This is an optimization exercise on Yosys and OpenROAD, whose aim is small area, not a production implementation.
In this exercise RTL edits were held to simulation tests only and were not proved equivalent to the original.

== north ==
==> flow/design.v (excerpt) <==
module mtmp_pow_calc (
  input  logic       clk,
  input  logic       rst_n,
  input  logic       in_vld,
  input  logic [9:0] imoy_i_j,
  input  logic [9:0] imoy_ii_jj,
  input  logic [9:0] divisor,
  input  logic [1:0] pow_sel,
  output logic       out_vld,
  output logic [8:0] mtmp,
  output logic       div0
);
clock: 7.0 ns
lec_check: 0
cap_margin: 20
core_margin: 2
core_utilization: 55
slew_margin: 20
standard.sh (not shown) runs the stock make flow with config.mk's settings and CLKGATE_MAP_FILE= SYNTH_SCRIPT=/design/flow/synth_recipe.tcl, a recipe that flattens the netlist after the stock synthesis.
==> flow/flow/run.sh <==
#!/bin/bash
set -euo pipefail
export MTMP_ABC_SCRIPT="$PWD/flow/abc.script"
export MTMP_REF_SYNTH="$PWD/synth_recipe.tcl"
bash standard.sh \
  "SYNTH_SCRIPT=$PWD/flow/synth.tcl" \
  "BUFFER_PORTS_ARGS=-buffer_cell sky130_fd_sc_hd__buf_1" \
  "CTS_ARGS=-sink_clustering_enable -repair_clock_nets -dont_use_dummy_load -buf_list sky130_fd_sc_hd__clkbuf_8 -root_buf sky130_fd_sc_hd__clkbuf_8 -sink_clustering_buffer sky130_fd_sc_hd__clkbuf_8 -sink_clustering_size 10" \
  finish > standard.log 2>&1
==> flow/flow/abc.script <==
&get -n
&st
&dch
&nf
&put
buffer -c
topo
stime -c
dnsize -c
==> flow/flow/synth.tcl <==
proc abc {args} {
  set i [lsearch -exact $args -script]
  if {$i >= 0} { lset args [expr {$i + 1}] $::env(MTMP_ABC_SCRIPT) }
  yosys abc {*}$args
}
source $::env(MTMP_REF_SYNTH)
Relative to north, the following input files were edited for south:
==> flow/flow/abc.script <==
&get -n
&st
&dch
&nf
&put
buffer -c
topo
stime -c
upsize -c
dnsize -c
## What came out
Of north and south, the run reporting the higher register-to-register slack was north.
Area overhead of the layout relative to synthesis across north and south: no real change.
On final estimated routing congestion in global placement, the higher figure sits with north, not south.
The detailed route wirelength on metal2 of south exceeds that of north by about 0.9%.
Looking at adder and majority cell fraction of the synthesized area, south sits 0.34 points lower than north does.
Re cell depth of the worst setup path: north and south aren't equal, and the lower value belongs to north.
Between north and south, the difference in count of non-filler cells in the finished layout is negligible.
In south, period utilization is higher than in north.
Re number of nets still failing antenna checks after routing: no difference whatsoever between north and south.


== lane 2 ==
Another version of the RTL of mtmp_pow_calc (not shown whole).
Size in the first run: roughly 1,200 cells after synthesis, roughly 0.011 mm^2 of cells after synthesis.
clock: 7.0 ns
lec_check: 0
cap_margin: 20
core_margin: 2
core_utilization: 40
slew_margin: 20
==> flow/flow/run.sh <==
#!/bin/bash
# The standard layout, with the port buffers made from the smallest plain buffer cell
# instead of the delay buffer buffer_ports picks by default. Everything else is unchanged.
set -euo pipefail
bash standard.sh "BUFFER_PORTS_ARGS=-buffer_cell sky130_fd_sc_hd__buf_1" finish > standard.log 2>&1
Changes in lane 4 relative to lane 2:
- a change of CORE_UTILIZATION from 40 to 60
- a change of SLEW_MARGIN from 20 to 5
- an added GPL_TIMING_DRIVEN of 0
- a change of CAP_MARGIN from 20 to 5
==> flow/run.sh (new file) <==
#!/bin/bash
# synth_recipe.tcl (not shown) runs the flow's synth.tcl, then flattens the netlist and writes it again
# the make line also repeats each setting of config.mk as NAME=value (left out here)
make -C /OpenROAD-flow-scripts/flow DESIGN_CONFIG=/design/flow/config.mk WORK_HOME=/design/flow/orfs CLKGATE_MAP_FILE= SYNTH_SCRIPT=/design/flow/synth_recipe.tcl finish
removed: flow/flow/run.sh
removed: flow/standard.sh
[summary]
Detailed route, lane 4 vs lane 2: via total higher for lane 4
Per the comparison of lane 4 with lane 2, wire length reported by the detailed router essentially unchanged, maximum clock rate decreased 2.5%, starting utilization of the core area increased 20 points.
For lane 4, the critical path's slowest cell was sky130_fd_sc_hd__clkdlybuf4s50_1, unlike lane 2, where it was sky130_fd_sc_hd__a211oi_4.
Critical setup path kind: in2reg -> lane 4, reg2reg -> lane 2


Setup of v6:
mtmp_pow_calc, a different RTL version from the one above (not shown whole).
For scale: roughly 1200 cells after synthesis, roughly 110 flip-flops, about 46 I/O pins, ~11000 um^2 of cells after synthesis.
==> flow/design.v (excerpt) <==
module mtmp_pow_calc (
  input  logic       clk,
  input  logic       rst_n,
  input  logic       in_vld,
  input  logic [9:0] imoy_i_j,
  input  logic [9:0] imoy_ii_jj,
  input  logic [9:0] divisor,
  input  logic [1:0] pow_sel,
  output logic       out_vld,
  output logic [8:0] mtmp,
  output logic       div0
);
Settings: LEC_CHECK=0, CAP_MARGIN=20, CORE_MARGIN=2, CORE_UTILIZATION=40, SLEW_MARGIN=20; clock period 7.0 ns.
run.sh (not shown) runs the stock make flow with config.mk's settings and CLKGATE_MAP_FILE= SYNTH_SCRIPT=/design/flow/synth_recipe.tcl, a recipe that flattens the netlist after the stock synthesis.
Stock flow here: none of the scripts above is used.
v6: no failed stages, no open violations at the end
[inputs] v7 vs v6
Settings: CORE_UTILIZATION now 55, was 40.
==> flow/flow/run.sh (new file) <==
#!/bin/bash
# The standard layout, with the port buffers made from the smallest plain buffer cell
# instead of the delay buffer buffer_ports picks by default, and a clock tree of clkbuf_8
# cells in clusters of at most 10 flip-flops, without dummy loads. Everything else is unchanged.
set -euo pipefail
bash standard.sh \
  "BUFFER_PORTS_ARGS=-buffer_cell sky130_fd_sc_hd__buf_1" \
  "CTS_ARGS=-sink_clustering_enable -repair_clock_nets -dont_use_dummy_load -buf_list sky130_fd_sc_hd__clkbuf_8 -root_buf sky130_fd_sc_hd__clkbuf_8 -sink_clustering_buffer sky130_fd_sc_hd__clkbuf_8 -sink_clustering_size 10" \
  finish > standard.log 2>&1
==> flow/standard.sh (new file) <==
#!/bin/bash
# synth_recipe.tcl (not shown) runs the flow's synth.tcl, then flattens the netlist and writes it again
# the make line also repeats each setting of config.mk as NAME=value (left out here)
make -C /OpenROAD-flow-scripts/flow DESIGN_CONFIG=/design/flow/config.mk WORK_HOME=/design/flow/orfs CLKGATE_MAP_FILE= SYNTH_SCRIPT=/design/flow/synth_recipe.tcl "${@:-finish}"
removed: flow/run.sh
## What came out
v7: no failed stages, no open violations at the end
Compared with v6, v7 shows clock tree skew after final layout higher by 0.028 ns.
On cell count: between v6 and v7, it ends up higher for v6.
v7 vs. v6: total iterations of the first detailed-routing run now larger; met3 wire length now larger; setup slack now larger.

what the ideal ports hide:
Ports are ideal in the flow. The routed layouts listed here were re-timed in OpenROAD. Step 1 (the two cells are an assumption about what drives the block):
set clk [get_ports {clk}]
set_driving_cell -lib_cell sky130_fd_sc_hd__clkbuf_16 $clk
set_driving_cell -lib_cell sky130_fd_sc_hd__buf_2 [delete_from_list [all_inputs] $clk]
Step 2 adds t to the input delays and takes it off the output delays; t is the mean of the earliest and latest rising clock arrival at the registers after step 1. Input paths then give back, and output paths get back, about the clock's delay inside the block. Three values: no drivers, after step 1, after step 2; two values: the first two.
| run | t (ns) | setup WS [ns] | worst data-port slew with drivers (ns) |
|---|---|---|---|
| north | 0.400 | 0.443 / 0.457 / 0.056 | 0.04 |
| south | 0.398 | 0.275 / 0.275 / -0.045 | 0.04 |
| lane 2 | 0.404 | 0.467 / 0.467 / 0.102 | 0.05 |
| lane 4 | 0.399 | 0.298 / 0.324 / -0.075 | 0.03 |
| v6 | 0.392 | 0.402 / 0.356 / 0.072 | 0.05 |
| v7 | 0.413 | 0.547 / 0.543 / 0.151 | 0.04 |
With both steps, setup timing fails in south and lane 4, where it was met with ideal ports. For v7, which loses most, drivers alone change the setup slack by -0.004 ns; drivers and shift together by -0.396 ns.
